What follows belongs to an exercise in optimizing a design on an open flow for small area, a short achievable clock period and few clock cycles per item; a production flow would make more cautious choices.
Function was checked by simulation only, so behaviour that the tests miss may differ from the original.
Power and IR drop assume default switching activity.

Design mips_core, start of the top module:
module mips_core #(
   parameter logic [31:0] text_start = 32'h0040_0000
) (
   input  logic        clk,
   input  logic        rst_b,
   output logic [29:0] imem_addr,
   input  logic [31:0] imem_data,
   output logic [29:0] dmem_addr,
   output logic [31:0] dmem_wdata,
   output logic        dmem_we,
   input  logic [31:0] dmem_rdata,
   output logic        halted
);
Size: about 5200 cells after synthesis, about 160 I/O pins, roughly 57000 um^2 of cells after synthesis.
export LEC_CHECK = 0
export CAP_MARGIN = 20
export CORE_MARGIN = 2
export CORE_UTILIZATION = 45
export CTS_BUF_LIST = sky130_fd_sc_hd__clkbuf_16
export CTS_CLUSTER_DIAMETER = 100
export CTS_CLUSTER_SIZE = 25
export SETUP_SLACK_MARGIN = 3.6
export SLEW_MARGIN = 20
export SYNTH_HIERARCHICAL = 1
export SYNTH_MINIMUM_KEEP_SIZE = 0
create_clock -name core_clock -period 6.0 [get_ports {clk}]
standard.sh (not shown) runs the stock make flow with config.mk's settings and CLKGATE_MAP_FILE= SYNTH_SCRIPT=/design/flow/synth_recipe.tcl, a recipe that flattens the netlist after the stock synthesis.
==> flow/flow/run.sh <==
#!/bin/bash
# layout flow: the standard ORFS flow (standard.sh) with two changes:
#  - ports are buffered with buf_2 instead of the default delay buffer
#  - timing repair may swap a cell for any equivalent one, not only one of
#    the same footprint
# synthesis is the standard one, run unchanged. each step's full output is
# in orfs/logs/; the make output goes to synth.log and layout.log here.
set -euo pipefail
bash standard.sh synth > synth.log 2>&1
bash standard.sh MATCH_CELL_FOOTPRINT=0 \
   "BUFFER_PORTS_ARGS=-buffer_cell sky130_fd_sc_hd__buf_2" finish > layout.log 2>&1
Testbench counts at the start, summed over its fixed seeds: cycles 36,531, instructions 35,891.
Next try:
--- a/flow/design.v
+++ b/flow/design.v
@@ -43,49 +43,45 @@
    assign y = (a1 & a2) | b1;
 endmodule
 module g_o21ai (input logic a1, input logic a2, input logic b1, output logic y);
    assign y = ~((a1 | a2) & b1);
 endmodule
 module ks_add (
    input  logic [31:0] a,
    input  logic [31:0] b,
-   input  logic        cin,
    output logic [31:0] sum,
    output logic [31:0] a_and_b,
    output logic [31:0] a_xor_b
 );
    logic [31:0] g [0:5];
    logic [31:0] p [0:5];
-   logic [31:0] ab;
    for (genvar i = 0; i < 32; i++) begin : pg
-      g_and2 u_g (.a(a[i]), .b(b[i]), .y(ab[i]));
+      g_and2 u_g (.a(a[i]), .b(b[i]), .y(g[0][i]));
       g_xor2 u_p (.a(a[i]), .b(b[i]), .y(p[0][i]));
    end
-   assign g[0][31:1] = ab[31:1];
-   g_a21o u_c (.a1(p[0][0]), .a2(cin), .b1(ab[0]), .y(g[0][0]));
    for (genvar l = 0; l < 5; l++) begin : lvl
       for (genvar i = 0; i < 32; i++) begin : bit_
          if (i < (1 << l)) begin : pass
             g_inv u_g (.a(g[l][i]), .y(g[l+1][i]));
             assign p[l+1][i] = 1'b0;
          end else if (l % 2 == 0) begin : even
             g_a21oi u_g (.a1(p[l][i]), .a2(g[l][i - (1 << l)]), .b1(g[l][i]),
                          .y(g[l+1][i]));
             g_nand2 u_p (.a(p[l][i]), .b(p[l][i - (1 << l)]), .y(p[l+1][i]));
          end else begin : odd
             g_o21ai u_g (.a1(p[l][i]), .a2(g[l][i - (1 << l)]), .b1(g[l][i]),
                          .y(g[l+1][i]));
             g_nor2 u_p (.a(p[l][i]), .b(p[l][i - (1 << l)]), .y(p[l+1][i]));
          end
       end
    end
-   assign a_and_b = ab;
+   assign a_and_b = g[0];
    assign a_xor_b = p[0];
-   g_xor2 u_s0 (.a(p[0][0]), .b(cin), .y(sum[0]));
+   assign sum[0] = p[0][0];
    for (genvar i = 1; i < 32; i++) begin : s
       g_xnor2 u_s (.a(p[0][i]), .b(g[5][i-1]), .y(sum[i]));
    end
 endmodule
 `timescale 1ns/10ps
 module g_a222oi (input logic a1, input logic a2, input logic b1, input logic b2,
                  input logic c1, input logic c2, output logic y);
    assign y = ~((a1 & a2) | (b1 & b2) | (c1 & c2));
@@ -187,18 +183,16 @@
    assign i_ori   = (r_op == mips_pkg::op_ori);
    assign i_xori  = (r_op == mips_pkg::op_xori);
    assign i_lw    = (r_op == mips_pkg::op_lw);
    assign i_sw    = (r_op == mips_pkg::op_sw);
    assign legal = f_add | f_sub | f_and | f_or | f_xor | f_sll | f_srl | f_sra |
                   i_addiu | i_andi | i_ori | i_xori | i_lw | i_sw;
    logic [31:0] rs_data_n, rt_data_n;
    logic [31:1] m_wen, m_hold;
-   logic [4:0]  m_dest;
-   logic        m_we;
    logic [31:0] m_wdata;
    logic [31:0] regs [1:31];
    always_ff @(posedge clk) begin
       for (int i = 1; i < 32; i++)
          regs[i] <= ({32{m_wen[i]}} & m_wdata) | ({32{m_hold[i]}} & regs[i]);
    end
    logic [991:0] regs_flat;
    always_comb begin
@@ -228,32 +222,31 @@
          if (r_v && !legal)
             stopped <= 1'b1;
          e_we   <= r_run & legal & ~i_sw;
          e_st   <= r_run & i_sw;
          e_stop <= r_run & ~legal;
       end
    end
    always_ff @(posedge clk) begin
-      e_a     <= ~rs_data_n;
-      e_b     <= is_r ? rt_data_n ^ {32{~f_sub}} : imm_ext;
+      e_a     <= rs_data_n ^ {32{~f_sub}};
+      e_b     <= is_r ? ~rt_data_n : imm_ext;
       e_sd    <= ~rt_data_n;
       e_inv   <= f_sub;
       e_shamt <= r_low[10:6];
       e_alu   <= {f_sra, f_srl, f_sll, f_xor | i_xori, f_or | i_ori, f_and | i_andi,
                   f_add | f_sub | i_addiu | i_lw | i_sw};
       e_dest  <= is_r ? r_low[15:11] : r_rt;
       e_ld    <= i_lw;
    end
    logic [31:0] e_sum, e_other;
    logic [31:0] e_and, e_xor;
    ks_add u_add (
       .a       (e_a),
       .b       (e_b),
-      .cin     (e_inv),
       .sum     (e_sum),
       .a_and_b (e_and),
       .a_xor_b (e_xor)
    );
    assign e_other = ({32{e_alu[1]}} & e_and) |
                     ({32{e_alu[2]}} & (e_and | e_xor)) |
                     ({32{e_alu[3]}} & e_xor) |
                     ({32{e_alu[4]}} & (e_sd << e_shamt)) |
@@ -270,37 +263,33 @@
    end
    always_ff @(posedge clk or negedge rst_b) begin
       if (!rst_b)
          valid <= '0;
       else
          valid <= valid | e_wdec;
    end
    logic [31:0] m_res, m_sd;
+   logic        m_inv;
    logic        m_ld, m_st;
    always_ff @(posedge clk or negedge rst_b) begin
       if (!rst_b) begin
          m_st   <= 1'b0;
-         m_we   <= 1'b0;
          halted <= 1'b0;
       end else begin
          m_st <= e_st;
-         m_we <= e_we;
          if (e_stop)
             halted <= 1'b1;
       end
    end
    always_ff @(posedge clk) begin
       m_res     <= e_res;
+      m_inv     <= e_inv;
       m_sd      <= e_sd;
       m_wen     <= e_wdec;
-      m_dest    <= e_dest;
+      m_hold    <= ~e_wdec;
       m_ld      <= e_ld;
    end
    assign dmem_addr  = m_res[31:2];
    assign dmem_wdata = m_sd;
    assign dmem_we    = m_st;
-   assign m_wdata = m_ld ? dmem_rdata : m_res;
-   always_comb begin
-      for (int i = 1; i < 32; i++)
-         m_hold[i] = ~(m_we & (m_dest == i[4:0]));
-   end
+   assign m_wdata = m_ld ? dmem_rdata : m_res ^ {32{m_inv}};
 endmodule
Result: The changed run produced a clean layout; critical path depth went down by 1; non-clock buffer count came out higher by 12; area after synthesis climbs by 0.66%; sequential share of layout area rises by 0.57 points; flip-flop and latch count goes up by 26; setup slack loses 0.037 ns; total power rises by about 2.2%.
Testbench counts after the change, summed over its fixed seeds: cycles 36,531, instructions 35,891.


Setup of the baseline:
mips_core, a different RTL version from the one above (not shown whole).
Size in the first run: ~6100 cells after synthesis, about 1300 flip-flops, roughly 55000 sq um of cells after synthesis.
==> module mips_core, before the edit <==
module mips_core #(
   parameter logic [31:0] text_start = 32'h0040_0000
) (
   input  logic        clk,
   input  logic        rst_b,
   output logic [29:0] imem_addr,
   input  logic [31:0] imem_data,
   output logic [29:0] dmem_addr,
   output logic [31:0] dmem_wdata,
   output logic        dmem_we,
   input  logic [31:0] dmem_rdata,
   output logic        halted
);
   logic [29:0] pc;
   logic [31:1] valid;     
   logic [4:0]  rs, rt;
   logic [31:1] rs_dec, rt_dec;
   assign imem_addr = pc;
   assign rs = imem_data[25:21];
   assign rt = imem_data[20:16];
   always_comb begin
      for (int i = 1; i < 32; i++) begin
         rs_dec[i] = (rs == i[4:0]) & valid[i];
         rt_dec[i] = (rt == i[4:0]) & valid[i];
      end
   end
   always_ff @(posedge clk) begin
      if (!rst_b)
         pc <= text_start[31:2];
      else
         pc <= pc + 30'd1;
   end
   logic [31:1] r_rs_sel, r_rt_sel;
   logic [5:0]  r_op;
   logic [4:0]  r_rt;
   logic [15:0] r_low;     
   always_ff @(posedge clk) begin
      r_rs_sel <= rs_dec;
      r_rt_sel <= rt_dec;
      r_op     <= imem_data[31:26];
      r_rt     <= rt;
      r_low    <= imem_data[15:0];
   end
   logic [5:0]  fn;
   logic        is_r;
   logic        f_add, f_sub, f_and, f_or, f_xor, f_sll, f_srl, f_sra;
   logic        i_addiu, i_andi, i_ori, i_xori, i_lw, i_sw;
   logic        legal;
   logic        r_v;       
   logic        stopped;   
   logic        r_run;
   assign fn = r_low[5:0];
   assign is_r    = (r_op == mips_pkg::op_rtype);
   assign f_add   = is_r && (fn == mips_pkg::fn_add || fn == mips_pkg::fn_addu);
   assign f_sub   = is_r && (fn == mips_pkg::fn_sub || fn == mips_pkg::fn_subu);
   assign f_and   = is_r && (fn == mips_pkg::fn_and);
   assign f_or    = is_r && (fn == mips_pkg::fn_or);
   assign f_xor   = is_r && (fn == mips_pkg::fn_xor);
   assign f_sll   = is_r && (fn == mips_pkg::fn_sll);
   assign f_srl   = is_r && (fn == mips_pkg::fn_srl);
   assign f_sra   = is_r && (fn == mips_pkg::fn_sra);
   assign i_addiu = (r_op == mips_pkg::op_addiu);
   assign i_andi  = (r_op == mips_pkg::op_andi);
   assign i_ori   = (r_op == mips_pkg::op_ori);
   assign i_xori  = (r_op == mips_pkg::op_xori);
   assign i_lw    = (r_op == mips_pkg::op_lw);
   assign i_sw    = (r_op == mips_pkg::op_sw);
   assign legal = f_add | f_sub | f_and | f_or | f_xor | f_sll | f_srl | f_sra |
                  i_addiu | i_andi | i_ori | i_xori | i_lw | i_sw;
   logic [31:0] rs_data_n, rt_data_n;
   logic [31:1] m_wen, m_hold;
   logic [4:0]  m_dest, m_dest_n;
   logic        m_we;
   logic [31:0] m_wdata;
   logic [31:0] regs [1:31];
   always_ff @(posedge clk) begin
      for (int i = 1; i < 32; i++)
         regs[i] <= ({32{m_wen[i]}} & m_wdata) | ({32{m_hold[i]}} & regs[i]);
   end
   logic [991:0] regs_flat;
   always_comb begin
      for (int i = 1; i < 32; i++)
         regs_flat[32*(i-1) +: 32] = regs[i];
   end
   rf_read u_rs (.sel(r_rs_sel), .regs(regs_flat), .data_n(rs_data_n));
   rf_read u_rt (.sel(r_rt_sel), .regs(regs_flat), .data_n(rt_data_n));
   logic [31:0] e_a, e_b, e_sd;
   logic        e_inv;
   logic [4:0]  e_shamt;
   logic [6:0]  e_alu;
   logic [4:0]  e_dest;
   logic        e_we, e_ld, e_st, e_stop;
   logic [31:0] imm_ext;
   assign r_run = r_v & ~stopped;
   assign imm_ext = {{16{r_low[15] & (i_addiu | i_lw | i_sw)}}, r_low};
   always_ff @(posedge clk or negedge rst_b) begin
      if (!rst_b) begin
         r_v     <= 1'b0;
         stopped <= 1'b0;
         e_we    <= 1'b0;
         e_st    <= 1'b0;
         e_stop  <= 1'b0;
      end else begin
         r_v <= 1'b1;
         if (r_v && !legal)
            stopped <= 1'b1;
         e_we   <= r_run & legal & ~i_sw;
         e_st   <= r_run & i_sw;
         e_stop <= r_run & ~legal;
      end
   end
   always_ff @(posedge clk) begin
      e_a     <= rs_data_n ^ {32{~f_sub}};
      e_b     <= is_r ? ~rt_data_n : imm_ext;
      e_sd    <= ~rt_data_n;
      e_inv   <= f_sub;
      e_shamt <= f_sll ? ~r_low[10:6] : r_low[10:6];
      e_alu   <= {f_sra, f_srl, f_sll, f_xor | i_xori, f_or | i_ori, f_and | i_andi,
                  f_add | f_sub | i_addiu | i_lw | i_sw};
      e_dest  <= is_r ? r_low[15:11] : r_rt;
      e_ld    <= i_lw;
   end
   logic [31:0] e_sum, e_other;
   logic [31:0] e_and, e_xor;
   ks_add u_add (
      .a       (e_a),
      .b       (e_b),
      .cin     (1'b0),
      .sum     (e_sum),
      .a_and_b (e_and),
      .a_xor_b (e_xor)
   );
   logic [62:0] e_funnel, e_shifted;
   logic        e_fill;
   assign e_fill    = e_alu[6] & e_sd[31];
   assign e_funnel  = e_alu[4] ? {e_sd, 31'b0} : {{31{e_fill}}, e_sd};
   assign e_shifted = e_funnel >> e_shamt;
   assign e_other = ({32{e_alu[1]}} & e_and) |
                    ({32{e_alu[2]}} & (e_and | e_xor)) |
                    ({32{e_alu[3]}} & e_xor) |
                    ({32{e_alu[4] | e_alu[5] | e_alu[6]}} & e_shifted[31:0]);
   logic [31:0] e_res;
   for (genvar i = 0; i < 32; i++) begin : res
      g_a21o u (.a1(e_sum[i]), .a2(e_alu[0]), .b1(e_other[i]), .y(e_res[i]));
   end
   logic [31:1] e_wdec;
   always_comb begin
      for (int i = 1; i < 32; i++)
         e_wdec[i] = e_we & (e_dest == i[4:0]);
   end
   always_ff @(posedge clk or negedge rst_b) begin
      if (!rst_b)
         valid <= '0;
      else
         valid <= valid | e_wdec;
   end
   logic [31:0] m_res, m_sd;
   logic        m_inv;
   logic        m_ld, m_st;
   always_ff @(posedge clk or negedge rst_b) begin
      if (!rst_b) begin
         m_st   <= 1'b0;
         m_we   <= 1'b0;
         halted <= 1'b0;
      end else begin
         m_st <= e_st;
         m_we <= e_we;
         if (e_stop)
            halted <= 1'b1;
      end
   end
   always_ff @(posedge clk) begin
      m_res     <= e_res;
      m_inv     <= e_inv;
      m_sd      <= e_sd;
      m_dest    <= e_dest;
      m_dest_n  <= ~e_dest;
      m_ld      <= e_ld;
   end
   assign dmem_addr  = m_res[31:2];
   assign dmem_wdata = m_sd;
   assign dmem_we    = m_st;
   assign m_wdata = m_ld ? dmem_rdata : m_res ^ {32{m_inv}};
   always_comb begin
      for (int i = 1; i < 32; i++) begin
         m_wen[i]  = m_we & (m_dest == i[4:0]);
         m_hold[i] = ~(m_we & (m_dest_n == ~i[4:0]));
      end
   end
endmodule
Settings: LEC_CHECK=0, CAP_MARGIN=20, CORE_MARGIN=2, CORE_UTILIZATION=45, CTS_BUF_LIST=sky130_fd_sc_hd__clkbuf_16, CTS_CLUSTER_DIAMETER=100, CTS_CLUSTER_SIZE=25, SETUP_SLACK_MARGIN=3.45, SLEW_MARGIN=20, SYNTH_HIERARCHICAL=1, SYNTH_MINIMUM_KEEP_SIZE=0; clock period 6.0 ns.
Scripts as last shown in full above: flow/flow/run.sh
Per the final summary, the baseline finished and its layout is clean on timing, DRC and antenna.
Testbench counts of the baseline, summed over its fixed seeds: cycles 36,531, instructions 35,891.
#### Input delta (the candidate over the baseline)
--- a/flow/design.v
+++ b/flow/design.v
@@ -276,11 +276,12 @@
          valid <= '0;
       else
          valid <= valid | e_wdec;
    end
    logic [31:0] m_res, m_sd;
-   logic        m_inv;
+   logic        m_inv, m_inv_n;    
+   logic        m_ld_n;
    logic        m_ld, m_st;
    always_ff @(posedge clk or negedge rst_b) begin
       if (!rst_b) begin
          m_st   <= 1'b0;
          m_we   <= 1'b0;
@@ -293,19 +294,22 @@
       end
    end
    always_ff @(posedge clk) begin
       m_res     <= e_res;
       m_inv     <= e_inv;
+      m_inv_n   <= ~e_inv;
+      m_ld_n    <= ~e_ld;
       m_sd      <= e_sd;
       m_dest    <= e_dest;
       m_dest_n  <= ~e_dest;
       m_ld      <= e_ld;
    end
    assign dmem_addr  = m_res[31:2];
    assign dmem_wdata = m_sd;
    assign dmem_we    = m_st;
-   assign m_wdata = m_ld ? dmem_rdata : m_res ^ {32{m_inv}};
+   assign m_wdata[31:16] = m_ld    ? dmem_rdata[31:16] : m_res[31:16] ^ {16{m_inv}};
+   assign m_wdata[15:0]  = !m_ld_n ? dmem_rdata[15:0]  : m_res[15:0] ^ {16{!m_inv_n}};
    always_comb begin
       for (int i = 1; i < 32; i++) begin
          m_wen[i]  = m_we & (m_dest == i[4:0]);
          m_hold[i] = ~(m_we & (m_dest_n == ~i[4:0]));
       end
## What came out
- In the candidate, the worst setup slack came out 0.061 ns above the value in the baseline.
- Compared with the baseline, in the candidate portion of netlist area occupied by mux cells went up by 0.52 points, minimum clock period after layout shows a reduction of 0.061 ns, register-to-register path setup slack higher, growth of design area from synthesis to finish was more or less identical, first-pass GRT wire length has decreased.
- Fmax: the candidate better than the baseline
- In the reports for the candidate and the baseline, the larger cell count of the worst reg-to-reg path belongs to the candidate.
- Looking at met3 wire length, the candidate sits about 7% above the baseline.
- Relative to the baseline, footprint of the multi-input gates has gone up in the candidate.
- ~same power in the candidate and the baseline
Testbench counts of the candidate, summed over its fixed seeds: cycles 36,531, instructions 35,891.

==> afterwards: timing with drivers on the ports <==
In the flow no input, the clock included, has a driving cell. The finished layouts below were timed again as built, in two steps.
Step 1 assumes that a clkbuf_16 drives the clock port and a buf_2 every other input.
Step 2 times the ports against the registers' clock, not the clock port: input delays grow and output delays shrink by t, the midpoint of the rising clock arrivals with the driver on.
a / b / c = no drivers / after step 1 / after step 2; a / b = the first two.
run | t (ns) | setup slack, ns | slew at the worst register clock pin (ns)
the first run of note 1 | 0.764 | 3.522 / 3.482 / 3.366 | 0.11 / 0.11
the second run of note 1 | 0.776 | 3.485 / 3.445 / 3.328 | 0.11 / 0.11
the baseline | 0.833 | 3.239 / 3.239 / 3.239 | 0.11 / 0.11
the candidate | 0.810 | 3.301 / 3.301 / 3.002 | 0.11 / 0.11
After both steps setup and hold are still met in every run listed. For the candidate, which loses most, drivers alone change the setup slack by 0.000 ns; drivers and shift together by -0.299 ns.
